What follows belongs to an exercise in optimizing a design on an open flow for a short achievable clock period and few clock cycles; a production flow would make more cautious choices. Function was checked by simulation only, so behaviour that the tests miss may differ from the original. Power is estimated from default activity; no workload was simulated.

`run.sh`:
```
#!/bin/bash
# synth_recipe.tcl (not shown) runs the flow's synth.tcl, then flattens the netlist and writes it again
# the make line also repeats each setting of config.mk as NAME=value (left out here)
make -C /OpenROAD-flow-scripts/flow DESIGN_CONFIG=/design/flow/config.mk WORK_HOME=/design/flow/orfs CLKGATE_MAP_FILE= SYNTH_SCRIPT=/design/flow/synth_recipe.tcl finish
```
`config.mk`:
```
export PLATFORM = sky130hd
export DESIGN_NAME = pipeline
export DESIGN_NICKNAME = pipeline
export VERILOG_FILES = /design/flow/design.v
export SDC_FILE = /design/flow/constraint.sdc
export NUM_CORES = 8
export LEC_CHECK = 0
export CAP_MARGIN = 20
export CORE_MARGIN = 2
export CORE_UTILIZATION = 35
export CTS_CLUSTER_DIAMETER = 200
export CTS_CLUSTER_SIZE = 50
export PLACE_DENSITY = 0.5
export SETUP_SLACK_MARGIN = 3.5
export SLEW_MARGIN = 20
```
`design.v`:
```
`default_nettype none
package isa_pkg;
	typedef enum logic [5:0] {
		R_TYPE = 6'b000000,
		J      = 6'b000010,
		BEQ    = 6'b000100,
		BNE    = 6'b000101,
		ADDIU  = 6'b001001,
		ANDI   = 6'b001100,
		ORI    = 6'b001101,
		LUI    = 6'b001111,
		LW     = 6'b100011,
		SW     = 6'b101011,
		HALT   = 6'b111111
	} opcode_e;
	typedef enum logic [5:0] {
		SLL  = 6'b000000,
		ADDU = 6'b100001,
		SUBU = 6'b100011,
		AND  = 6'b100100,
		OR   = 6'b100101,
		XOR  = 6'b100110,
		SLT  = 6'b101010
	} funct_e;
	typedef enum logic [3:0] {
		ALU_ADD,
		ALU_SUB,
		ALU_AND,
		ALU_OR,
		ALU_XOR,
		ALU_SLT,
		ALU_SLL,
		ALU_LUI
	} alu_op_e;
	typedef struct packed {
		opcode_e                  opcode;
		logic [5-1:0]  rs;
		logic [5-1:0]  rt;
		logic [5-1:0]  rd;
		logic [5-1:0]  shamt;
		funct_e                   funct;
	} instr_t;
endpackage
`default_nettype wire
`default_nettype none
package pipe_pkg;
	typedef struct packed {
		logic [31:0]                 instruction;    
		logic [6-1:0]  pc_plus1;
	} if_id_t;
	typedef struct packed {
		logic                        valid;
		logic [3:0]                  alu_op;         
		logic                        alu_src_imm;    
		logic [5-1:0]     shamt;
		logic [5-1:0]     rs;
		logic [5-1:0]     rt;
		logic [5-1:0]     write_reg;
		logic [32-1:0]    data_ra;
		logic [32-1:0]    data_rb;
		logic [32-1:0]    imm_ext;
		logic                        mem_read;
		logic                        mem_write;
		logic                        reg_write;
		logic                        mem_to_reg;
		logic                        halt;
	} id_ex_t;
	typedef struct packed {
		logic                        valid;
		logic [32-1:0]    alu_result;     
		logic [32-1:0]    store_data;
		logic [5-1:0]     write_reg;
		logic                        mem_read;
		logic                        mem_write;
		logic                        reg_write;
		logic                        mem_to_reg;
		logic                        halt;
	} ex_mem_t;
	typedef struct packed {
		logic                        reg_write;
		logic [5-1:0]     write_reg;
		logic [32-1:0]    write_data;
	} wb_t;
	typedef struct packed {
		logic                        reg_write;      
		logic [5-1:0]     write_reg;
		logic [32-1:0]    data;
	} fwd_t;
endpackage
`default_nettype wire
`timescale 1ns/1ps
`default_nettype none
module pipeline (
	input  wire                         clock,
	input  wire                         i_arst_n,
	input  wire                         i_start,
	input  wire                         i_im_we,
	input  wire [6-1:0]   i_im_addr,
	input  wire [32-1:0]     i_im_data,
	input  wire [5-1:0]      i_reg_dbg_addr,
	input  wire [6-1:0]   i_dm_dbg_addr,
	output logic [32-1:0]    o_reg_dbg_data,
	output logic [32-1:0]    o_dm_dbg_data,
	output logic [6-1:0]  o_pc,
	output logic                        o_halt
);
	localparam int NS = 3;    
	localparam [5:0] OP_R = 6'h00, OP_J = 6'h02, OP_BEQ = 6'h04, OP_BNE = 6'h05,
		OP_ADDIU = 6'h09, OP_ANDI = 6'h0c, OP_ORI = 6'h0d, OP_LUI = 6'h0f,
		OP_LW = 6'h23, OP_SW = 6'h2b, OP_HALT = 6'h3f;
	localparam int R_ADD = 0, R_SUB = 1, R_AND = 2, R_OR = 3, R_XOR = 4, R_SLT = 5,
		R_SLL = 6, R_B = 7, NR = 8;
	function automatic logic w_rtype_ok(input logic [31:0] w);
		case (w[5:0])
			6'h21, 6'h23, 6'h24, 6'h25, 6'h26, 6'h2a, 6'h00: w_rtype_ok = 1'b1;
			default: w_rtype_ok = 1'b0;
		endcase
	endfunction
	function automatic logic [4:0] wd_dst(input logic [31:0] w);
		case (w[31:26])
			OP_R: wd_dst = w_rtype_ok(w) ? w[15:11] : 5'd0;
			OP_ADDIU, OP_ANDI, OP_ORI, OP_LUI, OP_LW: wd_dst = w[20:16];
			default: wd_dst = 5'd0;
		endcase
	endfunction
	function automatic logic w_uses_rs(input logic [31:0] w);
		case (w[31:26])
			OP_R: w_uses_rs = w_rtype_ok(w) && (w[5:0] != 6'h00);
			OP_ADDIU, OP_ANDI, OP_ORI, OP_LW, OP_SW, OP_BEQ, OP_BNE: w_uses_rs = 1'b1;
			default: w_uses_rs = 1'b0;
		endcase
	endfunction
	function automatic logic w_uses_rt(input logic [31:0] w);
		case (w[31:26])
			OP_R: w_uses_rt = w_rtype_ok(w);
			OP_SW, OP_BEQ, OP_BNE: w_uses_rt = 1'b1;
			default: w_uses_rt = 1'b0;
		endcase
	endfunction
	function automatic logic pair_ok(input logic [31:0] a, input logic [31:0] b);
		logic [4:0] d;
		logic       ctl, raw, fuse, memc;
		d    = wd_dst(a);
		ctl  = (a[31:26] == OP_J) || (a[31:26] == OP_BEQ) || (a[31:26] == OP_BNE) ||
			(a[31:26] == OP_HALT);
		raw  = (d != 5'd0) && ((w_uses_rs(b) && b[25:21] == d) || (w_uses_rt(b) && b[20:16] == d));
		fuse = (a[31:26] == OP_ADDIU) && (d != 5'd0) &&
			((b[31:26] == OP_BEQ) || (b[31:26] == OP_BNE)) &&
			((b[25:21] == d && b[20:16] == 5'd0) || (b[20:16] == d && b[25:21] == 5'd0));
		memc = (a[31:26] == OP_SW) && ((b[31:26] == OP_SW) || (b[31:26] == OP_LW));
		pair_ok = !ctl && (b[31:26] != OP_HALT) && (!raw || fuse) && !memc;
	endfunction
	function automatic logic skip_ok(input logic [31:0] a, input logic [31:0] c);
		logic [4:0] d;
		logic       raw, memc;
		d    = wd_dst(a);
		raw  = (d != 5'd0) && ((w_uses_rs(c) && c[25:21] == d) || (w_uses_rt(c) && c[20:16] == d));
		memc = (a[31:26] == OP_SW) && ((c[31:26] == OP_SW) || (c[31:26] == OP_LW));
		skip_ok = !raw && !memc;
	endfunction
	function automatic logic fuse_ok(input logic [31:0] a, input logic [31:0] b);
		logic [4:0] d;
		d = wd_dst(a);
		fuse_ok = (a[31:26] == OP_ADDIU) && (d != 5'd0) &&
			((b[31:26] == OP_BEQ) || (b[31:26] == OP_BNE)) &&
			((b[25:21] == d && b[20:16] == 5'd0) || (b[20:16] == d && b[25:21] == 5'd0));
	endfunction
	logic run_q;       
	logic halt_q;      
	logic ex_halt;     
	logic start;
	assign start = i_start && !run_q;
	always_ff @(posedge clock or negedge i_arst_n) begin
		if (!i_arst_n) begin
			run_q  <= 1'b0;
			halt_q <= 1'b0;
		end else if (start) begin
			run_q  <= 1'b1;
			halt_q <= 1'b0;
		end else if (ex_halt) begin
			run_q  <= 1'b0;
			halt_q <= 1'b1;
		end
	end
	assign o_halt = halt_q;
	logic [31:0] im_w    [64];
	logic [5:0]  im_tgt  [64];    
	logic        im_j    [64];    
	logic        im_br   [64];    
	logic        im_h    [64];    
	logic [1:0]  im_bp   [64];    
	logic        im_p01  [64];    
	logic        im_r02  [64];    
	logic        im_f01  [64];    
	logic [5:0]  nx_tgt  [64];
	logic        nx_j    [64];
	logic        nx_br   [64];
	logic        nx_h    [64];
	logic [1:0]  nx_bp   [64];
	logic        nx_p01  [64];
	logic        nx_r02  [64];
	logic        lq_we;
	logic [5:0]  lq_a;
	logic [31:0] lq_d;
	logic [5:0]  lq_op;
	logic [5:0]  lq_tgt;
	logic        bp_we_q;
	logic [5:0]  bp_wa_q;
	logic [1:0]  bp_wd_q;
	always_ff @(posedge clock or negedge i_arst_n) begin
		if (!i_arst_n)
			lq_we <= 1'b0;
		else
			lq_we <= i_im_we && !run_q;
	end
	always_ff @(posedge clock) begin
		lq_a <= i_im_addr;
		lq_d <= i_im_data;
	end
	assign lq_op  = lq_d[31:26];
	assign lq_tgt = (lq_op == OP_J) ? lq_d[5:0] : lq_a + 6'd1 + lq_d[5:0];
	always_comb begin
		for (int k = 0; k < 64; k++) begin
			nx_tgt[k] = im_tgt[k];
			nx_j[k]   = im_j[k];
			nx_br[k]  = im_br[k];
			nx_h[k]   = im_h[k];
			nx_bp[k]  = im_bp[k];
			nx_p01[k] = im_p01[k];
			nx_r02[k] = im_r02[k];
			if (lq_we && lq_a == 6'(k)) begin
				nx_tgt[k] = lq_tgt;
				nx_j[k]   = (lq_op == OP_J);
				nx_br[k]  = (lq_op == OP_BEQ) || (lq_op == OP_BNE);
				nx_h[k]   = (lq_op == OP_HALT);
				nx_bp[k]  = (lq_op == OP_BNE) ? 2'd2 : 2'd1;
			end else if (bp_we_q && bp_wa_q == 6'(k)) begin
				nx_bp[k]  = bp_wd_q;
			end
			if (lq_we && lq_a == 6'(k))
				nx_p01[k] = pair_ok(lq_d, im_w[(k + 1) % 64]);
			else if (lq_we && lq_a == 6'((k + 1) % 64))
				nx_p01[k] = pair_ok(im_w[k], lq_d);
			if (lq_we && lq_a == 6'(k))
				nx_r02[k] = skip_ok(lq_d, im_w[(k + 2) % 64]);
			else if (lq_we && lq_a == 6'((k + 2) % 64))
				nx_r02[k] = skip_ok(im_w[k], lq_d);
		end
	end
	always_ff @(posedge clock) begin
		for (int k = 0; k < 64; k++) begin
			im_tgt[k] <= nx_tgt[k];
			im_j[k]   <= nx_j[k];
			im_br[k]  <= nx_br[k];
			im_h[k]   <= nx_h[k];
			im_bp[k]  <= nx_bp[k];
			im_p01[k] <= nx_p01[k];
			im_r02[k] <= nx_r02[k];
			if (lq_we && lq_a == 6'(k)) begin
				im_w[k]   <= lq_d;
				im_f01[k] <= fuse_ok(lq_d, im_w[(k + 1) % 64]);
			end else if (lq_we && lq_a == 6'((k + 1) % 64)) begin
				im_f01[k] <= fuse_ok(im_w[k], lq_d);
			end
		end
	end
	logic [1:0]  g_n   [64];     
	logic        g_pt  [64];
	logic [5:0]  g_npc [64];
	logic [5:0]  g_alt [64];
	logic [1:0]  g_bp  [64];
	always_ff @(posedge clock) begin
		for (int k = 0; k < 64; k++) begin
			int          b, c, d;
			logic [5:0]  k1, k2, k3, ft2, ft3;
			logic        pta, ptb, ptc;
			b   = (k + 1) % 64;
			c   = (k + 2) % 64;
			d   = (k + 3) % 64;
			k1  = 6'(k + 1);
			k2  = 6'(k + 2);
			k3  = 6'(k + 3);
			ft2 = nx_j[c] ? nx_tgt[c] : k2;
			ft3 = nx_j[d] ? nx_tgt[d] : k3;
			pta = nx_j[k] || (nx_br[k] && nx_bp[k][1]);
			ptb = nx_j[b] || (nx_br[b] && nx_bp[b][1]);
			ptc = nx_j[c] || (nx_br[c] && nx_bp[c][1]);
			g_bp[k] <= nx_bp[k];
			if (pta || nx_h[k]) begin
				g_n[k]   <= 2'd0;
				g_pt[k]  <= pta;
				g_npc[k] <= pta ? nx_tgt[k] : k1;
				g_alt[k] <= k1;
			end else if (nx_br[k]) begin
				g_pt[k]  <= 1'b0;
				g_alt[k] <= nx_tgt[k];
				if (nx_br[b] || nx_h[b]) begin
					g_n[k]   <= 2'd0;
					g_npc[k] <= k1;
				end else if (nx_j[b]) begin
					g_n[k]   <= 2'd1;
					g_npc[k] <= nx_tgt[b];
				end else if (nx_p01[b] && !nx_br[c]) begin
					g_n[k]   <= 2'd2;
					g_npc[k] <= nx_j[c] ? nx_tgt[c] : ft3;
				end else begin
					g_n[k]   <= 2'd1;
					g_npc[k] <= ft2;
				end
			end else if (!nx_p01[k]) begin
				g_n[k]   <= 2'd0;
				g_pt[k]  <= 1'b0;
				g_npc[k] <= k1;
				g_alt[k] <= k1;
			end else if (ptb) begin
				g_n[k]   <= 2'd1;
				g_pt[k]  <= 1'b1;
				g_npc[k] <= nx_tgt[b];
				g_alt[k] <= k2;
				g_bp[k]  <= nx_bp[b];
			end else if (nx_br[b]) begin
				g_pt[k]  <= 1'b0;
				g_alt[k] <= nx_tgt[b];
				g_bp[k]  <= nx_bp[b];
				if (!nx_br[c] && !nx_h[c] && nx_r02[k]) begin
					g_n[k]   <= 2'd2;
					g_npc[k] <= nx_j[c] ? nx_tgt[c] : ft3;
				end else begin
					g_n[k]   <= 2'd1;
					g_npc[k] <= k2;
				end
			end else if (nx_p01[b] && nx_r02[k]) begin
				g_n[k]   <= 2'd2;
				g_pt[k]  <= ptc;
				g_npc[k] <= ptc ? nx_tgt[c] : ft3;
				g_alt[k] <= ptc ? k3 : nx_tgt[c];
				g_bp[k]  <= nx_bp[c];
			end else begin
				g_n[k]   <= 2'd1;
				g_pt[k]  <= 1'b0;
				g_npc[k] <= ft2;
				g_alt[k] <= k2;
			end
		end
	end
	logic [5:0]  pc_q;           
	logic [63:0] pc_oh;          
	logic [31:0] f_w [NS];
	logic [1:0]  f_n;
	logic        f_pt;           
	logic [5:0]  f_npc, f_alt;
	logic [1:0]  f_bp;
	logic [1:0]  f_fuse;         
	logic [5:0]  pc_d;
	logic        f_stale;        
	logic        redirect;       
	always_comb begin
		for (int s = 0; s < NS; s++)
			f_w[s] = '0;
		f_n    = '0;
		f_pt   = 1'b0;
		f_npc  = '0;
		f_alt  = '0;
		f_bp   = '0;
		f_fuse = '0;
		for (int k = 0; k < 64; k++) begin
			for (int s = 0; s < NS; s++)
				f_w[s] = f_w[s] | ({32{pc_oh[k]}} & im_w[(k + s) % 64]);
			f_n       = f_n    | ({2{pc_oh[k]}} & g_n[k]);
			f_pt      = f_pt   | (pc_oh[k] & g_pt[k]);
			f_npc     = f_npc  | ({6{pc_oh[k]}} & g_npc[k]);
			f_alt     = f_alt  | ({6{pc_oh[k]}} & g_alt[k]);
			f_bp      = f_bp   | ({2{pc_oh[k]}} & g_bp[k]);
			f_fuse[0] = f_fuse[0] | (pc_oh[k] & im_f01[k]);
			f_fuse[1] = f_fuse[1] | (pc_oh[k] & im_f01[(k + 1) % 64]);
		end
	end
	logic        fd_v;
	logic [1:0]  fd_n;
	logic [31:0] fd_w [NS];
	logic [5:0]  fd_pc;
	logic [5:0]  fd_alt;
	logic [63:0] fd_alt_oh;
	logic [1:0]  fd_bp;
	logic        fd_pt;
	logic [1:0]  fd_fuse;
	logic [31:0] ag_w [NS];
	logic [1:0]  ag_n;
	logic        ag_pt;
	logic [5:0]  ag_npc, ag_alt;
	logic [1:0]  ag_bp;
	logic [1:0]  ag_fuse;
	logic [31:0] ea_w [NS];
	logic [1:0]  ea_n;
	logic        ea_pt;
	logic [5:0]  ea_npc, ea_alt, ea_pc;
	logic [63:0] ea_npc_oh;
	logic [1:0]  ea_bp;
	logic [1:0]  ea_fuse;
	assign f_stale = lq_we && lq_a <= 6'd3;
	always_comb begin
		if (!run_q)
			pc_d = (start && !f_stale) ? f_npc : 6'd0;
		else if (ex_halt)
			pc_d = 6'd0;
		else
			pc_d = f_npc;
	end
	always_ff @(posedge clock or negedge i_arst_n) begin
		if (!i_arst_n) begin
			pc_q  <= '0;
			pc_oh <= 64'd1;
			fd_v  <= 1'b0;
		end else begin
			if (run_q && !ex_halt && redirect) begin
				pc_q  <= ea_npc;
				pc_oh <= ea_npc_oh;
			end else if (id_redirect) begin
				pc_q  <= ag_npc;
				pc_oh <= 64'd1 << ag_npc;
			end else begin
				pc_q  <= pc_d;
				pc_oh <= 64'd1 << pc_d;
			end
			if (!run_q)
				fd_v <= !f_stale;
			else
				fd_v <= !ex_halt;
		end
	end
	always_comb begin
		for (int s = 0; s < NS; s++)
			ag_w[s] = '0;
		ag_n    = '0;
		ag_pt   = 1'b0;
		ag_npc  = '0;
		ag_alt  = '0;
		ag_bp   = '0;
		ag_fuse = '0;
		for (int k = 0; k < 64; k++) begin
			for (int s = 0; s < NS; s++)
				ag_w[s] = ag_w[s] | ({32{fd_alt_oh[k]}} & im_w[(k + s) % 64]);
			ag_n       = ag_n   | ({2{fd_alt_oh[k]}} & g_n[k]);
			ag_pt      = ag_pt  | (fd_alt_oh[k] & g_pt[k]);
			ag_npc     = ag_npc | ({6{fd_alt_oh[k]}} & g_npc[k]);
			ag_alt     = ag_alt | ({6{fd_alt_oh[k]}} & g_alt[k]);
			ag_bp      = ag_bp  | ({2{fd_alt_oh[k]}} & g_bp[k]);
			ag_fuse[0] = ag_fuse[0] | (fd_alt_oh[k] & im_f01[k]);
			ag_fuse[1] = ag_fuse[1] | (fd_alt_oh[k] & im_f01[(k + 1) % 64]);
		end
	end
	always_ff @(posedge clock) begin
		for (int s = 0; s < NS; s++)
			ea_w[s] <= ag_w[s];
		ea_n      <= ag_n;
		ea_pt     <= ag_pt;
		ea_npc    <= ag_npc;
		ea_npc_oh <= 64'd1 << ag_npc;
		ea_alt    <= ag_alt;
		ea_bp     <= ag_bp;
		ea_fuse   <= ag_fuse;
		ea_pc     <= fd_alt;
	end
	always_ff @(posedge clock) begin
		if (redirect) begin
			for (int s = 0; s < NS; s++)
				fd_w[s] <= ea_w[s];
			fd_n      <= ea_n;
			fd_pc     <= ea_pc;
			fd_alt    <= ea_alt;
			fd_alt_oh <= 64'd1 << ea_alt;
			fd_bp     <= ea_bp;
			fd_pt     <= ea_pt;
			fd_fuse   <= ea_fuse;
		end else if (id_redirect) begin
			for (int s = 0; s < NS; s++)
				fd_w[s] <= ag_w[s];
			fd_n      <= ag_n;
			fd_pc     <= fd_alt;
			fd_alt    <= ag_alt;
			fd_alt_oh <= 64'd1 << ag_alt;
			fd_bp     <= ag_bp;
			fd_pt     <= ag_pt;
			fd_fuse   <= ag_fuse;
		end else begin
			for (int s = 0; s < NS; s++)
				fd_w[s] <= f_w[s];
			fd_n      <= f_n;
			fd_pc     <= pc_q;
			fd_alt    <= f_alt;
			fd_alt_oh <= 64'd1 << f_alt;
			fd_bp     <= f_bp;
			fd_pt     <= f_pt;
			fd_fuse   <= f_fuse;
		end
	end
	logic [31:0] regs [32];
	logic [4:0]  w_dst [NS];     
	logic [31:0] w_res [NS];
	logic [4:0]  e_dst [NS];
	logic [31:0] d_w    [NS];
	logic        d_v    [NS];
	logic [4:0]  d_rs   [NS];
	logic [4:0]  d_rt   [NS];
	logic [31:0] d_ra   [NS];
	logic [31:0] d_rb   [NS];
	logic [4:0]  d_dst  [NS];
	logic [NR-1:0] d_sel [NS];
	logic        d_ld   [NS];
	logic        d_immb [NS];    
	logic [31:0] d_bimm [NS];
	logic        d_sw   [NS];
	logic        d_br   [NS];
	logic        d_bne  [NS];
	logic        d_halt [NS];
	logic        d_go;           
	always_comb
		for (int s = 0; s < NS; s++)
			d_w[s] = fd_w[s];
	assign d_v[0] = 1'b1;
	assign d_v[1] = fd_n != 2'd0;
	assign d_v[2] = fd_n == 2'd2;
	function automatic logic [31:0] rf_read(input logic [4:0] r,
		input logic [4:0] wd0, input logic [31:0] wr0,
		input logic [4:0] wd1, input logic [31:0] wr1,
		input logic [4:0] wd2, input logic [31:0] wr2,
		input logic [31:0] rv);
		if (wd2 != 5'd0 && wd2 == r)
			rf_read = wr2;
		else if (wd1 != 5'd0 && wd1 == r)
			rf_read = wr1;
		else if (wd0 != 5'd0 && wd0 == r)
			rf_read = wr0;
		else if (r == 5'd0)
			rf_read = 32'd0;
		else
			rf_read = rv;
	endfunction
	always_comb begin
		for (int s = 0; s < NS; s++) begin
			d_rs[s]   = d_w[s][25:21];
			d_rt[s]   = d_w[s][20:16];
			d_ra[s]   = rf_read(d_rs[s], w_dst[0], w_res[0], w_dst[1], w_res[1],
				w_dst[2], w_res[2], regs[d_rs[s]]);
			d_rb[s]   = rf_read(d_rt[s], w_dst[0], w_res[0], w_dst[1], w_res[1],
				w_dst[2], w_res[2], regs[d_rt[s]]);
			d_dst[s]  = 5'd0;
			d_sel[s]  = '0;
			d_ld[s]   = 1'b0;
			d_immb[s] = 1'b1;
			d_bimm[s] = {{16{d_w[s][15]}}, d_w[s][15:0]};
			d_sw[s]   = 1'b0;
			d_br[s]   = 1'b0;
			d_bne[s]  = 1'b0;
			d_halt[s] = 1'b0;
			case (d_w[s][31:26])
				OP_R: begin
					d_immb[s] = 1'b0;
					d_dst[s]  = d_w[s][15:11];
					case (d_w[s][5:0])
						6'h21: d_sel[s][R_ADD] = 1'b1;
						6'h23: d_sel[s][R_SUB] = 1'b1;
						6'h24: d_sel[s][R_AND] = 1'b1;
						6'h25: d_sel[s][R_OR]  = 1'b1;
						6'h26: d_sel[s][R_XOR] = 1'b1;
						6'h2a: d_sel[s][R_SLT] = 1'b1;
						6'h00: d_sel[s][R_SLL] = 1'b1;
						default: d_dst[s] = 5'd0;
					endcase
				end
				OP_ADDIU: begin
					d_dst[s] = d_rt[s];
					d_sel[s][R_ADD] = 1'b1;
				end
				OP_ANDI: begin
					d_dst[s]  = d_rt[s];
					d_bimm[s] = {16'd0, d_w[s][15:0]};
					d_sel[s][R_AND] = 1'b1;
				end
				OP_ORI: begin
					d_dst[s]  = d_rt[s];
					d_bimm[s] = {16'd0, d_w[s][15:0]};
					d_sel[s][R_OR] = 1'b1;
				end
				OP_LUI: begin
					d_dst[s]  = d_rt[s];
					d_bimm[s] = {d_w[s][15:0], 16'd0};
					d_sel[s][R_B] = 1'b1;
				end
				OP_LW: begin
					d_dst[s] = d_rt[s];
					d_ld[s]  = 1'b1;
				end
				OP_SW: d_sw[s] = 1'b1;
				OP_BEQ: begin
					d_immb[s] = 1'b0;
					d_br[s]   = 1'b1;
				end
				OP_BNE: begin
					d_immb[s] = 1'b0;
					d_br[s]   = 1'b1;
					d_bne[s]  = 1'b1;
				end
				OP_HALT: d_halt[s] = 1'b1;
				default: ;
			endcase
		end
	end
	logic [NR-1:0] e_sel [NS];
	logic        e_ld   [NS];
	logic        e_sw   [NS];
	logic [5:0]  e_imm6 [NS];
	logic [31:0] e_a    [NS];
	logic [31:0] e_b    [NS];
	logic [31:0] e_sd   [NS];
	logic [3:0]  e_fa   [NS];    
	logic [3:0]  e_fb   [NS];
	logic [3:0]  e_fsd  [NS];
	logic [3:0]  e_tt   [NS];    
	logic [4:0]  e_sh   [NS];
	logic        e_br   [NS];
	logic        e_bne  [NS];
	logic        e_halt [NS];
	logic        e_pt;
	logic [1:0]  e_bp;
	logic [5:0]  e_pc;
	assign d_go = run_q && fd_v && !redirect && !ex_halt;
	logic [31:0] d_ca   [NS];    
	logic [31:0] d_cb   [NS];
	logic        d_crdy [NS];    
	logic        d_ctk  [NS];    
	logic        d_cmis [NS];    
	logic        d_kill [NS];    
	logic        id_redirect;
	always_comb begin
		for (int s = 0; s < NS; s++) begin
			logic [3:0] fa, fb;
			d_ca[s] = d_ra[s];
			d_cb[s] = d_rb[s];
			fa = fwd_sel(d_rs[s], e_dst[0], e_dst[1], e_dst[2]);
			fb = fwd_sel(d_rt[s], e_dst[0], e_dst[1], e_dst[2]);
			if (s > 0 && fd_fuse[s-1]) begin
				d_ca[s] = d_ra[s-1];
				d_cb[s] = 32'd0 - d_bimm[s-1];
				fa = fwd_sel(d_rs[s-1], e_dst[0], e_dst[1], e_dst[2]);
				fb = 4'b1000;
			end
			d_crdy[s] = fa[3] && fb[3];
			d_ctk[s]  = (d_ca[s] == d_cb[s]) ^ d_bne[s];
			d_cmis[s] = d_v[s] && d_br[s] && d_crdy[s] && (d_ctk[s] != fd_pt);
		end
		d_kill[0] = 1'b0;
		for (int s = 1; s < NS; s++)
			d_kill[s] = d_kill[s-1] || d_cmis[s-1];
	end
	assign id_redirect = d_go && (d_cmis[0] || d_cmis[1] || d_cmis[2]);
	function automatic logic [3:0] fwd_sel(input logic [4:0] r,
		input logic [4:0] ed0, input logic [4:0] ed1, input logic [4:0] ed2);
		fwd_sel[2] = (ed2 != 5'd0) && (ed2 == r);
		fwd_sel[1] = !fwd_sel[2] && (ed1 != 5'd0) && (ed1 == r);
		fwd_sel[0] = !fwd_sel[2] && !fwd_sel[1] && (ed0 != 5'd0) && (ed0 == r);
		fwd_sel[3] = !fwd_sel[2] && !fwd_sel[1] && !fwd_sel[0];
	endfunction
	always_ff @(posedge clock or negedge i_arst_n) begin
		if (!i_arst_n) begin
			for (int s = 0; s < NS; s++) begin
				e_dst[s]  <= '0;
				e_br[s]   <= 1'b0;
				e_halt[s] <= 1'b0;
				e_sw[s]   <= 1'b0;
			end
		end else begin
			for (int s = 0; s < NS; s++) begin
				e_dst[s]  <= (d_go && d_v[s] && !d_kill[s]) ? d_dst[s] : 5'd0;
				e_br[s]   <= d_go && d_v[s] && !d_kill[s] && d_br[s];
				e_halt[s] <= d_go && d_v[s] && !d_kill[s] && d_halt[s];
				e_sw[s]   <= d_go && d_v[s] && !d_kill[s] && d_sw[s];
			end
		end
	end
	always_ff @(posedge clock) begin
		for (int s = 0; s < NS; s++) begin
			e_sel[s]  <= d_sel[s];
			e_ld[s]   <= d_ld[s];
			e_imm6[s] <= d_bimm[s][5:0];
			e_a[s]    <= d_ra[s];
			e_b[s]    <= d_immb[s] ? d_bimm[s] : d_rb[s];
			e_sd[s]   <= d_rb[s];
			e_fa[s]   <= fwd_sel(d_rs[s], e_dst[0], e_dst[1], e_dst[2]);
			e_fb[s]   <= d_immb[s] ? 4'b1000 : fwd_sel(d_rt[s], e_dst[0], e_dst[1], e_dst[2]);
			e_tt[s]   <= d_sel[s][R_AND] ? 4'b1000 : d_sel[s][R_OR] ? 4'b1110 :
				d_sel[s][R_XOR] ? 4'b0110 : d_sel[s][R_B] ? 4'b1010 : 4'b0000;
			e_fsd[s]  <= fwd_sel(d_rt[s], e_dst[0], e_dst[1], e_dst[2]);
			e_sh[s]   <= d_w[s][10:6];
			e_bne[s]  <= d_bne[s];
		end
		for (int s = 1; s < NS; s++) begin
			if (fd_fuse[s-1]) begin
				e_a[s]  <= d_ra[s-1];
				e_fa[s] <= fwd_sel(d_rs[s-1], e_dst[0], e_dst[1], e_dst[2]);
				e_b[s]  <= 32'd0 - d_bimm[s-1];
				e_fb[s] <= 4'b1000;
			end
		end
		e_pt <= fd_pt ^ (d_cmis[0] || d_cmis[1] || d_cmis[2]);
		e_bp <= fd_bp;
		e_pc <= fd_pc;
	end
	logic [31:0] dmem [64];
	logic [31:0] x_a    [NS];
	logic [31:0] x_b    [NS];
	logic [31:0] x_sd   [NS];
	logic [31:0] x_add  [NS];
	logic [31:0] x_sub  [NS];
	logic [31:0] x_sll  [NS];
	logic [31:0] x_ld   [NS];
	logic [31:0] x_alu  [NS];
	logic [31:0] x_res  [NS];
	logic [5:0]  x_addr [NS];      
	logic        x_slt  [NS];
	logic        x_eq   [NS];
	logic        x_taken[NS];
	logic        x_misp [NS];
	logic        x_sq   [NS];      
	logic        wq     [NS][NS];  
	function automatic logic [31:0] fwd(input logic [3:0] f, input logic [31:0] v,
		input logic [31:0] r0, input logic [31:0] r1, input logic [31:0] r2);
		fwd = ({32{f[3]}} & v) | ({32{f[0]}} & r0) | ({32{f[1]}} & r1) | ({32{f[2]}} & r2);
	endfunction
	always_comb begin
		for (int i = 0; i < NS; i++)
			for (int j = 0; j < NS; j++)
				wq[i][j] = (i == j) || (w_res[i] == w_res[j]);
	end
	always_comb begin
		for (int s = 0; s < NS; s++) begin
			x_a[s]    = fwd(e_fa[s],  e_a[s],  w_res[0], w_res[1], w_res[2]);
			x_b[s]    = fwd(e_fb[s],  e_b[s],  w_res[0], w_res[1], w_res[2]);
			x_sd[s]   = fwd(e_fsd[s], e_sd[s], w_res[0], w_res[1], w_res[2]);
			x_add[s]  = x_a[s] + x_b[s];
			x_sub[s]  = x_a[s] - x_b[s];
			x_slt[s]  = (x_a[s][31] != x_b[s][31]) ? x_a[s][31] : x_sub[s][31];
			x_sll[s]  = x_b[s] << e_sh[s];
			x_addr[s] = x_a[s][5:0] + e_imm6[s];
			x_ld[s]   = e_ld[s] ? dmem[x_addr[s]] : 32'd0;
			for (int i = 0; i < 32; i++)
				x_alu[s][i] = x_b[s][i] ? (x_a[s][i] ? e_tt[s][3] : e_tt[s][1]) :
					(x_a[s][i] ? e_tt[s][2] : e_tt[s][0]);
			if (e_sel[s][R_ADD]) x_alu[s] = x_alu[s] | x_add[s];
			if (e_sel[s][R_SUB]) x_alu[s] = x_alu[s] | x_sub[s];
			if (e_sel[s][R_SLT]) x_alu[s] = x_alu[s] | {31'd0, x_slt[s]};
			if (e_sel[s][R_SLL]) x_alu[s] = x_alu[s] | x_sll[s];
			x_res[s] = x_alu[s] | x_ld[s];
			x_eq[s] = e_fa[s][3] && e_fb[s][3] && (e_a[s] == e_b[s]);
			for (int j = 0; j < NS; j++) begin
				x_eq[s] = x_eq[s] | (e_fa[s][3] && e_fb[s][j] && (e_a[s] == w_res[j]));
				x_eq[s] = x_eq[s] | (e_fa[s][j] && e_fb[s][3] && (w_res[j] == e_b[s]));
				for (int i = 0; i < NS; i++)
					x_eq[s] = x_eq[s] | (e_fa[s][i] && e_fb[s][j] && wq[i][j]);
			end
			x_taken[s] = x_eq[s] ^ e_bne[s];
			x_misp[s]  = e_br[s] && (x_taken[s] != e_pt);
		end
		x_sq[0] = 1'b0;
		for (int s = 1; s < NS; s++)
			x_sq[s] = x_sq[s-1] || x_misp[s-1];
	end
	assign redirect = x_misp[0] || x_misp[1] || x_misp[2];
	assign ex_halt  = e_halt[0];
	logic       x_bt;
	logic [5:0] x_bpc;
	always_comb begin
		if (e_br[0]) begin
			x_bt  = x_taken[0];
			x_bpc = e_pc;
		end else if (e_br[1]) begin
			x_bt  = x_taken[1];
			x_bpc = e_pc + 6'd1;
		end else begin
			x_bt  = x_taken[2];
			x_bpc = e_pc + 6'd2;
		end
	end
	always_ff @(posedge clock or negedge i_arst_n) begin
		if (!i_arst_n)
			bp_we_q <= 1'b0;
		else
			bp_we_q <= e_br[0] || e_br[1] || e_br[2];
	end
	always_ff @(posedge clock) begin
		bp_wa_q <= x_bpc;
		bp_wd_q <= x_bt ? ((e_bp == 2'd3) ? 2'd3 : e_bp + 2'd1) :
			((e_bp == 2'd0) ? 2'd0 : e_bp - 2'd1);
	end
	always_ff @(posedge clock) begin
		for (int k = 0; k < 64; k++) begin
			if (e_sw[0] && x_addr[0] == 6'(k))
				dmem[k] <= x_sd[0];
			else if (e_sw[1] && !x_sq[1] && x_addr[1] == 6'(k))
				dmem[k] <= x_sd[1];
			else if (e_sw[2] && !x_sq[2] && x_addr[2] == 6'(k))
				dmem[k] <= x_sd[2];
		end
		o_dm_dbg_data <= dmem[i_dm_dbg_addr];
	end
	always_ff @(posedge clock or negedge i_arst_n) begin
		if (!i_arst_n) begin
			for (int s = 0; s < NS; s++)
				w_dst[s] <= '0;
		end else begin
			for (int s = 0; s < NS; s++)
				w_dst[s] <= x_sq[s] ? 5'd0 : e_dst[s];
		end
	end
	always_ff @(posedge clock) begin
		for (int s = 0; s < NS; s++)
			w_res[s] <= x_res[s];
	end
	logic [5:0] opc_q;
	always_ff @(posedge clock or negedge i_arst_n) begin
		if (!i_arst_n)
			opc_q <= '0;
		else if (ex_halt)
			opc_q <= e_pc + 6'd1;
	end
	assign o_pc = opc_q;
	always_ff @(posedge clock or negedge i_arst_n) begin
		if (!i_arst_n) begin
			for (int i = 0; i < 32; i++)
				regs[i] <= '0;
		end else begin
			for (int i = 1; i < 32; i++) begin
				if (w_dst[2] == 5'(i))
					regs[i] <= w_res[2];
				else if (w_dst[1] == 5'(i))
					regs[i] <= w_res[1];
				else if (w_dst[0] == 5'(i))
					regs[i] <= w_res[0];
			end
		end
	end
	always_ff @(posedge clock)
		o_reg_dbg_data <= (i_reg_dbg_addr == 5'd0) ? 32'd0 : regs[i_reg_dbg_addr];
endmodule
`default_nettype wire
```
`constraint.sdc`:
```
create_clock -name core_clock -period 8.0 [get_ports {clock}]
set_input_delay 1.6000 -clock core_clock [delete_from_list [all_inputs] [get_ports {clock}]]
set_output_delay 1.6000 -clock core_clock [all_outputs]
set_load 0.01 [all_outputs]
```
==> results.yml, run 1 <==
synth:
  yosys-top-cells-area: "edfxtp_1 20%, dfxtp_1 9.3%, a22oi_1 7.1%"
  synth_top_area_share_pct: 20.2
  number_of_enable_type_register_cells_in_the_synthesized_netlist: 4160
  synth_cells: 78300
  netlist_area_mm2: 0.618
  ys.warnings.count: 84
  synthDistinctLibCells: 117
  synth.ff_latch_count: 8153
  async_reset_ff_share_pct: 13.6
  yosys_most_used_dff: "edfxtp_1"
  syn-num-nets: 78600
  syn-mean-instance-area_um2: 7.89
  synth-seq-area-share_pct: 34.1
  yosys.area.top_type: "edfxtp_1"
grt:
  gr_usage_total_pct: 100
  first_global_vias: 1020000
  wire_length_of_the_first_global_routing_pass_um: 12300000
  pin_count_of_the_biggest_net_entering_global_routing: 151
  global_route.overflow_total: 73100
placed_design:
  dpl.cell_count: 100000
  place.port_buffers: 123
  place.gp.congestion: 1.42
  placed_cell_area_mm2: 0.699
  place_hpwl_um: 5920000
floorplanning:
  die_x_um: 1330
  die_height_um: 1330
  fp-row-count: 488
  io_pins: 124
  start_util_pct: 35.0
status:
  last-stage-reached: "5_1_grt"
  error: "[ERROR GRT-0116] Global routing finished with congestion. Check the congestion regions in the DRC Viewer."
  status: "did not finish"
clock_network:
  ctsHoldBuffers: 0
  cts_root_buf: "clkbuf_16"
  h-tree-depth: 4
  clock_sink_count: 8153
  cts-buffers-inserted: 221
  clk_path_buf_depth: 5
[per-stage QoR]
stage                     utilization (%)  setup WS (ps)
after global placement               39.6          -2230
after CTS                            40.4            737
after detailed placement             39.7           -914
after floorplan                         -           2730
[metal layers]
layer	GRT overflow	global-route usage [%]
met1	9806	97.6
met2	35700	107
met3	9711	95.7
met4	16500	102
met5	1339	86.9
[cells by family after synthesis]
kind of cell             count (synthesis)  synth area share, %
AND/OR/NAND/NOR                      24400                 18.7
adder cells (fa/ha/maj)                287                0.571
XOR/XNOR                              1963                 2.79
buffers and inverters                11800                 7.26
AO/OA/AOI/OAI                        31000                 35.5
flip-flops                            8153                 34.1
multiplexers                           709                 1.17
[cell usage after synthesis (1109+ instances only)]
master and instances:
o21ai_0 4730, buf_1 1499, edfxtp_1 4160, and3_1 1597
dfxtp_1 2883, nand2_1 7811, inv_1 1756, nand4_1 2427
xor2_1 1357, nand3_1 2234, nor3_1 1234, a21oi_1 5576
a221oi_1 4572, clkbuf_1 8283, a22o_1 4346, a22oi_1 5835
nor2_1 6031, dfrtp_1 1109
[timing repair]
| action | CTS |
|---|---|
| endpoints found under the setup margin | 6396 |
| gates cloned | 26 |
| buffers inserted | 247 |
| pin swaps | 121 |
| resized for setup | 543 |
[power by group through the flow]
stage / logic, mW / registers, mW / clock network (mW)
4_1_cts: 163 / 60.7 / 21.5
3_5_place_dp: 156 / 62.1 / 0
3_3_place_gp: 156 / 62.2 / 0
2_1_floorplan: 67.5 / 50.1 / 0
[worst min-delay path by stage]
stage	start	to	cells past startpoint
after floorplan	fd_bp[0]$_DFF_P_	e_bp[0]$_DFF_P_	0
after global placement	fd_pc[4]$_DFF_P_	e_pc[4]$_DFF_P_	0
after detailed placement	fd_pc[4]$_DFF_P_	e_pc[4]$_DFF_P_	0
after CTS	i_arst_n	regs[14][25]$_DFFE_PN0P_	1
Testbench counts, summed over its fixed seeds: cycles 23,630.
==> inputs of run 2 (changes only) <==
--- a/design.v
+++ b/design.v
@@ -149,3 +149,4 @@
 			((b[25:21] == d && b[20:16] == 5'd0) || (b[20:16] == d && b[25:21] == 5'd0));
-		memc = (a[31:26] == OP_SW) && ((b[31:26] == OP_SW) || (b[31:26] == OP_LW));
+		memc = ((a[31:26] == OP_SW) || (a[31:26] == OP_LW)) &&
+			((b[31:26] == OP_SW) || (b[31:26] == OP_LW));
 		pair_ok = !ctl && (b[31:26] != OP_HALT) && (!raw || fuse) && !memc;
@@ -157,5 +158,29 @@
 		raw  = (d != 5'd0) && ((w_uses_rs(c) && c[25:21] == d) || (w_uses_rt(c) && c[20:16] == d));
-		memc = (a[31:26] == OP_SW) && ((c[31:26] == OP_SW) || (c[31:26] == OP_LW));
+		memc = ((a[31:26] == OP_SW) || (a[31:26] == OP_LW)) &&
+			((c[31:26] == OP_SW) || (c[31:26] == OP_LW));
 		skip_ok = !raw && !memc;
 	endfunction
+	localparam int NI = 23;
+	function automatic logic [NI-1:0] winfo(input logic [31:0] w);
+		logic [5:0] op;
+		op = w[31:26];
+		winfo = {wd_dst(w), w[25:21], w[20:16], w_uses_rs(w), w_uses_rt(w),
+			op == OP_ADDIU, (op == OP_BEQ) || (op == OP_BNE),
+			(op == OP_LW) || (op == OP_SW), op == OP_SW,
+			(op == OP_J) || (op == OP_BEQ) || (op == OP_BNE) || (op == OP_HALT),
+			op == OP_HALT};
+	endfunction
+	function automatic logic i_raw(input logic [NI-1:0] a, input logic [NI-1:0] b);
+		i_raw = (a[22:18] != 5'd0) && ((b[7] && b[17:13] == a[22:18]) || (b[6] && b[12:8] == a[22:18]));
+	endfunction
+	function automatic logic i_fuse(input logic [NI-1:0] a, input logic [NI-1:0] b);
+		i_fuse = a[5] && (a[22:18] != 5'd0) && b[4] &&
+			((b[17:13] == a[22:18] && b[12:8] == 5'd0) || (b[12:8] == a[22:18] && b[17:13] == 5'd0));
+	endfunction
+	function automatic logic i_pair(input logic [NI-1:0] a, input logic [NI-1:0] b);
+		i_pair = !a[1] && !b[0] && (!i_raw(a, b) || i_fuse(a, b)) && !(a[3] && b[3]);
+	endfunction
+	function automatic logic i_skip(input logic [NI-1:0] a, input logic [NI-1:0] c);
+		i_skip = !i_raw(a, c) && !(a[3] && c[3]);
+	endfunction
 	function automatic logic fuse_ok(input logic [31:0] a, input logic [31:0] b);
@@ -206,2 +231,4 @@
 	logic [5:0]  lq_tgt;
+	logic [NI-1:0] lq_inf;
+	logic [NI-1:0] im_inf [64];
 	logic        bp_we_q;
@@ -218,2 +245,3 @@
 		lq_d <= i_im_data;
+		lq_inf <= winfo(i_im_data);
 	end
@@ -240,9 +268,9 @@
 			if (lq_we && lq_a == 6'(k))
-				nx_p01[k] = pair_ok(lq_d, im_w[(k + 1) % 64]);
+				nx_p01[k] = i_pair(lq_inf, im_inf[(k + 1) % 64]);
 			else if (lq_we && lq_a == 6'((k + 1) % 64))
-				nx_p01[k] = pair_ok(im_w[k], lq_d);
+				nx_p01[k] = i_pair(im_inf[k], lq_inf);
 			if (lq_we && lq_a == 6'(k))
-				nx_r02[k] = skip_ok(lq_d, im_w[(k + 2) % 64]);
+				nx_r02[k] = i_skip(lq_inf, im_inf[(k + 2) % 64]);
 			else if (lq_we && lq_a == 6'((k + 2) % 64))
-				nx_r02[k] = skip_ok(im_w[k], lq_d);
+				nx_r02[k] = i_skip(im_inf[k], lq_inf);
 		end
@@ -260,5 +288,6 @@
 				im_w[k]   <= lq_d;
-				im_f01[k] <= fuse_ok(lq_d, im_w[(k + 1) % 64]);
+				im_inf[k] <= lq_inf;
+				im_f01[k] <= i_fuse(lq_inf, im_inf[(k + 1) % 64]);
 			end else if (lq_we && lq_a == 6'((k + 1) % 64)) begin
-				im_f01[k] <= fuse_ok(im_w[k], lq_d);
+				im_f01[k] <= i_fuse(im_inf[k], lq_inf);
 			end
@@ -417,5 +446,2 @@
 				pc_oh <= ea_npc_oh;
-			end else if (id_redirect) begin
-				pc_q  <= ag_npc;
-				pc_oh <= 64'd1 << ag_npc;
 			end else begin
@@ -474,12 +500,2 @@
 			fd_fuse   <= ea_fuse;
-		end else if (id_redirect) begin
-			for (int s = 0; s < NS; s++)
-				fd_w[s] <= ag_w[s];
-			fd_n      <= ag_n;
-			fd_pc     <= fd_alt;
-			fd_alt    <= ag_alt;
-			fd_alt_oh <= 64'd1 << ag_alt;
-			fd_bp     <= ag_bp;
-			fd_pt     <= ag_pt;
-			fd_fuse   <= ag_fuse;
 		end else begin
@@ -609,16 +625,9 @@
 	logic [NR-1:0] e_sel [NS];
-	logic        e_ld   [NS];
-	logic        e_sw   [NS];
-	logic [5:0]  e_imm6 [NS];
 	logic [31:0] e_a    [NS];
 	logic [31:0] e_b    [NS];
-	logic [31:0] e_sd   [NS];
 	logic [3:0]  e_fa   [NS];    
 	logic [3:0]  e_fb   [NS];
-	logic [3:0]  e_fsd  [NS];
 	logic [3:0]  e_tt   [NS];    
 	logic [4:0]  e_sh   [NS];
-	logic        e_br   [NS];
-	logic        e_bne  [NS];
-	logic        e_halt [NS];
+	logic        e_halt;
 	logic        e_pt;
@@ -626,32 +635,16 @@
 	logic [5:0]  e_pc;
+	logic        e_mld;
+	logic        e_msw;
+	logic [NS-1:0] e_mslot;
+	logic [5:0]  e_mbase;
+	logic [3:0]  e_mfa;
+	logic [5:0]  e_mimm;
+	logic [31:0] e_msd;
+	logic [3:0]  e_mfsd;
+	logic        e_bv;
+	logic [NS-1:0] e_bslot;
+	logic [31:0] e_ba, e_bb;
+	logic [3:0]  e_bfa, e_bfb;
+	logic        e_bne;
 	assign d_go = run_q && fd_v && !redirect && !ex_halt;
-	logic [31:0] d_ca   [NS];    
-	logic [31:0] d_cb   [NS];
-	logic        d_crdy [NS];    
-	logic        d_ctk  [NS];    
-	logic        d_cmis [NS];    
-	logic        d_kill [NS];    
-	logic        id_redirect;
-	always_comb begin
-		for (int s = 0; s < NS; s++) begin
-			logic [3:0] fa, fb;
-			d_ca[s] = d_ra[s];
-			d_cb[s] = d_rb[s];
-			fa = fwd_sel(d_rs[s], e_dst[0], e_dst[1], e_dst[2]);
-			fb = fwd_sel(d_rt[s], e_dst[0], e_dst[1], e_dst[2]);
-			if (s > 0 && fd_fuse[s-1]) begin
-				d_ca[s] = d_ra[s-1];
-				d_cb[s] = 32'd0 - d_bimm[s-1];
-				fa = fwd_sel(d_rs[s-1], e_dst[0], e_dst[1], e_dst[2]);
-				fb = 4'b1000;
-			end
-			d_crdy[s] = fa[3] && fb[3];
-			d_ctk[s]  = (d_ca[s] == d_cb[s]) ^ d_bne[s];
-			d_cmis[s] = d_v[s] && d_br[s] && d_crdy[s] && (d_ctk[s] != fd_pt);
-		end
-		d_kill[0] = 1'b0;
-		for (int s = 1; s < NS; s++)
-			d_kill[s] = d_kill[s-1] || d_cmis[s-1];
-	end
-	assign id_redirect = d_go && (d_cmis[0] || d_cmis[1] || d_cmis[2]);
 	function automatic logic [3:0] fwd_sel(input logic [4:0] r,
@@ -663,17 +656,40 @@
 	endfunction
+	logic [NS-1:0] d_ms, d_bs;   
+	logic [3:0]  d_fa [NS];
+	logic [3:0]  d_fb [NS];
+	logic [31:0] d_ca [NS];      
+	logic [31:0] d_cb [NS];
+	logic [3:0]  d_cfa [NS];
+	logic [3:0]  d_cfb [NS];
+	always_comb begin
+		for (int s = 0; s < NS; s++) begin
+			d_ms[s] = d_v[s] && (d_ld[s] || d_sw[s]);
+			d_bs[s] = d_v[s] && d_br[s];
+			d_fa[s] = fwd_sel(d_rs[s], e_dst[0], e_dst[1], e_dst[2]);
+			d_fb[s] = fwd_sel(d_rt[s], e_dst[0], e_dst[1], e_dst[2]);
+			d_ca[s]  = d_ra[s];
+			d_cb[s]  = d_rb[s];
+			d_cfa[s] = d_fa[s];
+			d_cfb[s] = d_fb[s];
+			if (s > 0 && fd_fuse[s-1]) begin
+				d_ca[s]  = d_ra[s-1];
+				d_cb[s]  = 32'd0 - d_bimm[s-1];
+				d_cfa[s] = fwd_sel(d_rs[s-1], e_dst[0], e_dst[1], e_dst[2]);
+				d_cfb[s] = 4'b1000;
+			end
+		end
+	end
 	always_ff @(posedge clock or negedge i_arst_n) begin
 		if (!i_arst_n) begin
-			for (int s = 0; s < NS; s++) begin
-				e_dst[s]  <= '0;
-				e_br[s]   <= 1'b0;
-				e_halt[s] <= 1'b0;
-				e_sw[s]   <= 1'b0;
-			end
+			for (int s = 0; s < NS; s++)
+				e_dst[s] <= '0;
+			e_halt <= 1'b0;
+			e_msw  <= 1'b0;
+			e_bv   <= 1'b0;
 		end else begin
-			for (int s = 0; s < NS; s++) begin
-				e_dst[s]  <= (d_go && d_v[s] && !d_kill[s]) ? d_dst[s] : 5'd0;
-				e_br[s]   <= d_go && d_v[s] && !d_kill[s] && d_br[s];
-				e_halt[s] <= d_go && d_v[s] && !d_kill[s] && d_halt[s];
-				e_sw[s]   <= d_go && d_v[s] && !d_kill[s] && d_sw[s];
-			end
+			for (int s = 0; s < NS; s++)
+				e_dst[s] <= (d_go && d_v[s]) ? d_dst[s] : 5'd0;
+			e_halt <= d_go && d_halt[0];
+			e_msw  <= d_go && ((d_ms & {d_sw[2], d_sw[1], d_sw[0]}) != '0);
+			e_bv   <= d_go && (d_bs != '0);
 		end
@@ -683,24 +699,40 @@
 			e_sel[s]  <= d_sel[s];
-			e_ld[s]   <= d_ld[s];
-			e_imm6[s] <= d_bimm[s][5:0];
 			e_a[s]    <= d_ra[s];
 			e_b[s]    <= d_immb[s] ? d_bimm[s] : d_rb[s];
-			e_sd[s]   <= d_rb[s];
-			e_fa[s]   <= fwd_sel(d_rs[s], e_dst[0], e_dst[1], e_dst[2]);
-			e_fb[s]   <= d_immb[s] ? 4'b1000 : fwd_sel(d_rt[s], e_dst[0], e_dst[1], e_dst[2]);
+			e_fa[s]   <= d_fa[s];
+			e_fb[s]   <= d_immb[s] ? 4'b1000 : d_fb[s];
 			e_tt[s]   <= d_sel[s][R_AND] ? 4'b1000 : d_sel[s][R_OR] ? 4'b1110 :
 				d_sel[s][R_XOR] ? 4'b0110 : d_sel[s][R_B] ? 4'b1010 : 4'b0000;
-			e_fsd[s]  <= fwd_sel(d_rt[s], e_dst[0], e_dst[1], e_dst[2]);
 			e_sh[s]   <= d_w[s][10:6];
-			e_bne[s]  <= d_bne[s];
 		end
-		for (int s = 1; s < NS; s++) begin
-			if (fd_fuse[s-1]) begin
-				e_a[s]  <= d_ra[s-1];
-				e_fa[s] <= fwd_sel(d_rs[s-1], e_dst[0], e_dst[1], e_dst[2]);
-				e_b[s]  <= 32'd0 - d_bimm[s-1];
-				e_fb[s] <= 4'b1000;
+		e_mld   <= (d_ms & {d_ld[2], d_ld[1], d_ld[0]}) != '0;
+		e_mslot <= d_ms;
+		e_mbase <= '0;
+		e_mfa   <= '0;
+		e_mimm  <= '0;
+		e_msd   <= '0;
+		e_mfsd  <= '0;
+		e_bslot <= d_bs;
+		e_ba    <= '0;
+		e_bb    <= '0;
+		e_bfa   <= '0;
+		e_bfb   <= '0;
+		e_bne   <= 1'b0;
+		for (int s = 0; s < NS; s++) begin
+			if (d_ms[s]) begin
+				e_mbase <= d_ra[s][5:0];
+				e_mfa   <= d_fa[s];
+				e_mimm  <= d_bimm[s][5:0];
+				e_msd   <= d_rb[s];
+				e_mfsd  <= d_fb[s];
+			end
+			if (d_bs[s]) begin
+				e_ba  <= d_ca[s];
+				e_bb  <= d_cb[s];
+				e_bfa <= d_cfa[s];
+				e_bfb <= d_cfb[s];
+				e_bne <= d_bne[s];
 			end
 		end
-		e_pt <= fd_pt ^ (d_cmis[0] || d_cmis[1] || d_cmis[2]);
+		e_pt <= fd_pt;
 		e_bp <= fd_bp;
@@ -709,5 +741,9 @@
 	logic [31:0] dmem [64];
+	logic [31:0] dmv  [64];      
+	logic        x_st;
+	logic        st_v;
+	logic [63:0] st_oh;
+	logic [31:0] st_d;
 	logic [31:0] x_a    [NS];
 	logic [31:0] x_b    [NS];
-	logic [31:0] x_sd   [NS];
 	logic [31:0] x_add  [NS];
@@ -715,11 +751,9 @@
 	logic [31:0] x_sll  [NS];
-	logic [31:0] x_ld   [NS];
 	logic [31:0] x_alu  [NS];
 	logic [31:0] x_res  [NS];
-	logic [5:0]  x_addr [NS];      
 	logic        x_slt  [NS];
-	logic        x_eq   [NS];
-	logic        x_taken[NS];
-	logic        x_misp [NS];
 	logic        x_sq   [NS];      
+	logic [5:0]  x_mbase, x_maddr;
+	logic [31:0] x_ld, x_msd;
+	logic        x_eq, x_taken, x_misp;
 	logic        wq     [NS][NS];  
@@ -735,2 +769,21 @@
 	always_comb begin
+		x_mbase = ({6{e_mfa[3]}} & e_mbase) | ({6{e_mfa[0]}} & w_res[0][5:0]) |
+			({6{e_mfa[1]}} & w_res[1][5:0]) | ({6{e_mfa[2]}} & w_res[2][5:0]);
+		x_maddr = x_mbase + e_mimm;
+		for (int k = 0; k < 64; k++)
+			dmv[k] = (st_v && st_oh[k]) ? st_d : dmem[k];
+		x_ld    = dmv[x_maddr];
+		x_msd   = fwd(e_mfsd, e_msd, w_res[0], w_res[1], w_res[2]);
+		x_eq = e_bfa[3] && e_bfb[3] && (e_ba == e_bb);
+		for (int j = 0; j < NS; j++) begin
+			x_eq = x_eq | (e_bfa[3] && e_bfb[j] && (e_ba == w_res[j]));
+			x_eq = x_eq | (e_bfa[j] && e_bfb[3] && (w_res[j] == e_bb));
+			for (int i = 0; i < NS; i++)
+				x_eq = x_eq | (e_bfa[i] && e_bfb[j] && wq[i][j]);
+		end
+		x_taken = x_eq ^ e_bne;
+		x_misp  = e_bv && (x_taken != e_pt);
+		x_sq[0] = 1'b0;
+		for (int s = 1; s < NS; s++)
+			x_sq[s] = x_sq[s-1] || (x_misp && e_bslot[s-1]);
 		for (int s = 0; s < NS; s++) begin
@@ -738,3 +791,2 @@
 			x_b[s]    = fwd(e_fb[s],  e_b[s],  w_res[0], w_res[1], w_res[2]);
-			x_sd[s]   = fwd(e_fsd[s], e_sd[s], w_res[0], w_res[1], w_res[2]);
 			x_add[s]  = x_a[s] + x_b[s];
@@ -743,4 +795,2 @@
 			x_sll[s]  = x_b[s] << e_sh[s];
-			x_addr[s] = x_a[s][5:0] + e_imm6[s];
-			x_ld[s]   = e_ld[s] ? dmem[x_addr[s]] : 32'd0;
 			for (int i = 0; i < 32; i++)
@@ -752,33 +802,7 @@
 			if (e_sel[s][R_SLL]) x_alu[s] = x_alu[s] | x_sll[s];
-			x_res[s] = x_alu[s] | x_ld[s];
-			x_eq[s] = e_fa[s][3] && e_fb[s][3] && (e_a[s] == e_b[s]);
-			for (int j = 0; j < NS; j++) begin
-				x_eq[s] = x_eq[s] | (e_fa[s][3] && e_fb[s][j] && (e_a[s] == w_res[j]));
-				x_eq[s] = x_eq[s] | (e_fa[s][j] && e_fb[s][3] && (w_res[j] == e_b[s]));
-				for (int i = 0; i < NS; i++)
-					x_eq[s] = x_eq[s] | (e_fa[s][i] && e_fb[s][j] && wq[i][j]);
-			end
-			x_taken[s] = x_eq[s] ^ e_bne[s];
-			x_misp[s]  = e_br[s] && (x_taken[s] != e_pt);
-		end
-		x_sq[0] = 1'b0;
-		for (int s = 1; s < NS; s++)
-			x_sq[s] = x_sq[s-1] || x_misp[s-1];
-	end
-	assign redirect = x_misp[0] || x_misp[1] || x_misp[2];
-	assign ex_halt  = e_halt[0];
-	logic       x_bt;
-	logic [5:0] x_bpc;
-	always_comb begin
-		if (e_br[0]) begin
-			x_bt  = x_taken[0];
-			x_bpc = e_pc;
-		end else if (e_br[1]) begin
-			x_bt  = x_taken[1];
-			x_bpc = e_pc + 6'd1;
-		end else begin
-			x_bt  = x_taken[2];
-			x_bpc = e_pc + 6'd2;
+			x_res[s] = x_alu[s] | ((e_mld && e_mslot[s]) ? x_ld : 32'd0);
 		end
 	end
+	assign redirect = x_misp;
+	assign ex_halt  = e_halt;
 	always_ff @(posedge clock or negedge i_arst_n) begin
@@ -787,18 +811,22 @@
 		else
-			bp_we_q <= e_br[0] || e_br[1] || e_br[2];
+			bp_we_q <= e_bv;
 	end
 	always_ff @(posedge clock) begin
-		bp_wa_q <= x_bpc;
-		bp_wd_q <= x_bt ? ((e_bp == 2'd3) ? 2'd3 : e_bp + 2'd1) :
+		bp_wa_q <= e_pc + (e_bslot[1] ? 6'd1 : e_bslot[2] ? 6'd2 : 6'd0);
+		bp_wd_q <= x_taken ? ((e_bp == 2'd3) ? 2'd3 : e_bp + 2'd1) :
 			((e_bp == 2'd0) ? 2'd0 : e_bp - 2'd1);
 	end
+	assign x_st = e_msw && !(e_mslot[1] && x_sq[1]) && !(e_mslot[2] && x_sq[2]);
+	always_ff @(posedge clock or negedge i_arst_n) begin
+		if (!i_arst_n)
+			st_v <= 1'b0;
+		else
+			st_v <= x_st;
+	end
 	always_ff @(posedge clock) begin
-		for (int k = 0; k < 64; k++) begin
-			if (e_sw[0] && x_addr[0] == 6'(k))
-				dmem[k] <= x_sd[0];
-			else if (e_sw[1] && !x_sq[1] && x_addr[1] == 6'(k))
-				dmem[k] <= x_sd[1];
-			else if (e_sw[2] && !x_sq[2] && x_addr[2] == 6'(k))
-				dmem[k] <= x_sd[2];
-		end
+		st_oh <= 64'd1 << x_maddr;
+		st_d  <= x_msd;
+		for (int k = 0; k < 64; k++)
+			if (st_v && st_oh[k])
+				dmem[k] <= st_d;
 		o_dm_dbg_data <= dmem[i_dm_dbg_addr];
==> run 2 against run 1 <==
Against the previous run: the run again fails in 5_1_grt; synthesized cell count shrank 20%; synthesized area shrank 11%.
==> results.yml, run 2 <==
clock_network:
  cts_root_buf: "clkbuf_16"
  cts-buffers-inserted: 232
  h-tree-depth: 4
  clock_sink_count: 9026
  clk_path_buf_depth: 5
synth:
  synth_top_area_share_pct: 18.3
  syn-num-nets: 62700
  synth_most_common_cell: "a22oi_1"
  ys.warnings.count: 72
  yosys-top-cells-area: "dfxtp_1 18%, edfxtp_1 16%, a22oi_1 8.7%"
  syn-mean-instance-area_um2: 8.80
  synth-seq-area-share_pct: 39.1
  netlist_area_mm2: 0.550
  synth.ff_latch_count: 9026
  yosys_most_used_dff: "dfxtp_1"
  yosys.area.top_type: "dfxtp_1"
  number_of_enable_type_register_cells_in_the_synthesized_netlist: 2880
  synthDistinctLibCells: 115
  synth_cells: 62500
  synth_commonest_cells: "6,362 x a22oi_1, 5,775 x nand2_1, 5,260 x clkbuf_1"
  async_reset_ff_share_pct: 12.3
grt:
  global_route.overflow_total: 1090
  first_global_vias: 696000
  pin_count_of_the_biggest_net_entering_global_routing: 124
  wire_length_of_the_first_global_routing_pass_um: 8140000
  gr_usage_total_pct: 77.2
floorplanning:
  die_height_um: 1260
  start_util_pct: 35.1
  fp-row-count: 460
  io_pins: 124
  die_x_um: 1260
status:
  error: "[ERROR GRT-0116] Global routing finished with congestion. Check the congestion regions in the DRC Viewer."
  last-stage-reached: "5_1_grt"
  status: "did not finish"
placed_design:
  place.port_buffers: 123
  place.gp.congestion: 1.26
  place_hpwl_um: 4210000
## run 2: cell types whose count changed after synthesis, moves of 2147 or more
cell	before	now
mux2_2	52	2236
dfxtp_1	2883	5039
nor2_1	6031	3258
a21oi_1	5576	2949
o21ai_0	4730	2583
clkbuf_1	8283	5260
## run 2: layer usage
layer | track usage, % | GRT overflow
met5 | 37.5 | 14
met4 | 72.8 | 407
met3 | 65.5 | 178
met2 | 88.0 | 386
met1 | 80.6 | 105
## run 2: stage by stage
step / total power [mW] / util [%] / std cells / instance area (um^2) / worst slack (ps)
2_1_floorplan: 86.9 / - / 62500 / 550000 / 3440
3_3_place_gp: 137 / 37.7 / 80100 / 592000 / 652
3_5_place_dp: 137 / 37.8 / 80100 / 593000 / 1320
4_1_cts: 163 / 39.6 / 81500 / 621000 / 2830
## run 2: what timing repair did
| item | in CTS |
|---|---|
| gates resized for setup | 2424 |
| pin swaps | 398 |
| buffers inserted | 977 |
| cloned | 48 |
| hold buffers | 0 |
| setup endpoints to repair | 2037 |
## run 2: how the worst min path moves through the flow
stage                                 from                       end
after floorplan           fd_bp[0]$_DFF_P_           e_bp[0]$_DFF_P_
after global placement    fd_pc[0]$_DFF_P_           e_pc[0]$_DFF_P_
after detailed placement  fd_pc[5]$_DFF_P_           e_pc[5]$_DFF_P_
after CTS                         i_arst_n  regs[28][27]$_DFFE_PN0P_
## run 2: logic make-up after synthesis
group           after synthesis  synth area share (%)
xor+xnor                   1929                  3.08
flops                      9026                  39.1
simple gates              16400                  14.2
fa+ha+maj                   217                 0.508
compound gates            23100                  30.7
mux                        3285                  6.50
buf+inv                    8485                  5.90
## run 2: power by group through the flow
stage	sequential, mW	clock, mW	combinational, mW
3_5_place_dp	58.4	0	78.7
4_1_cts	57.1	22.6	83.0
2_1_floorplan	51.6	0	35.2
3_3_place_gp	58.5	0	78.9
Testbench counts of run 2, summed over its fixed seeds: cycles 24,496.
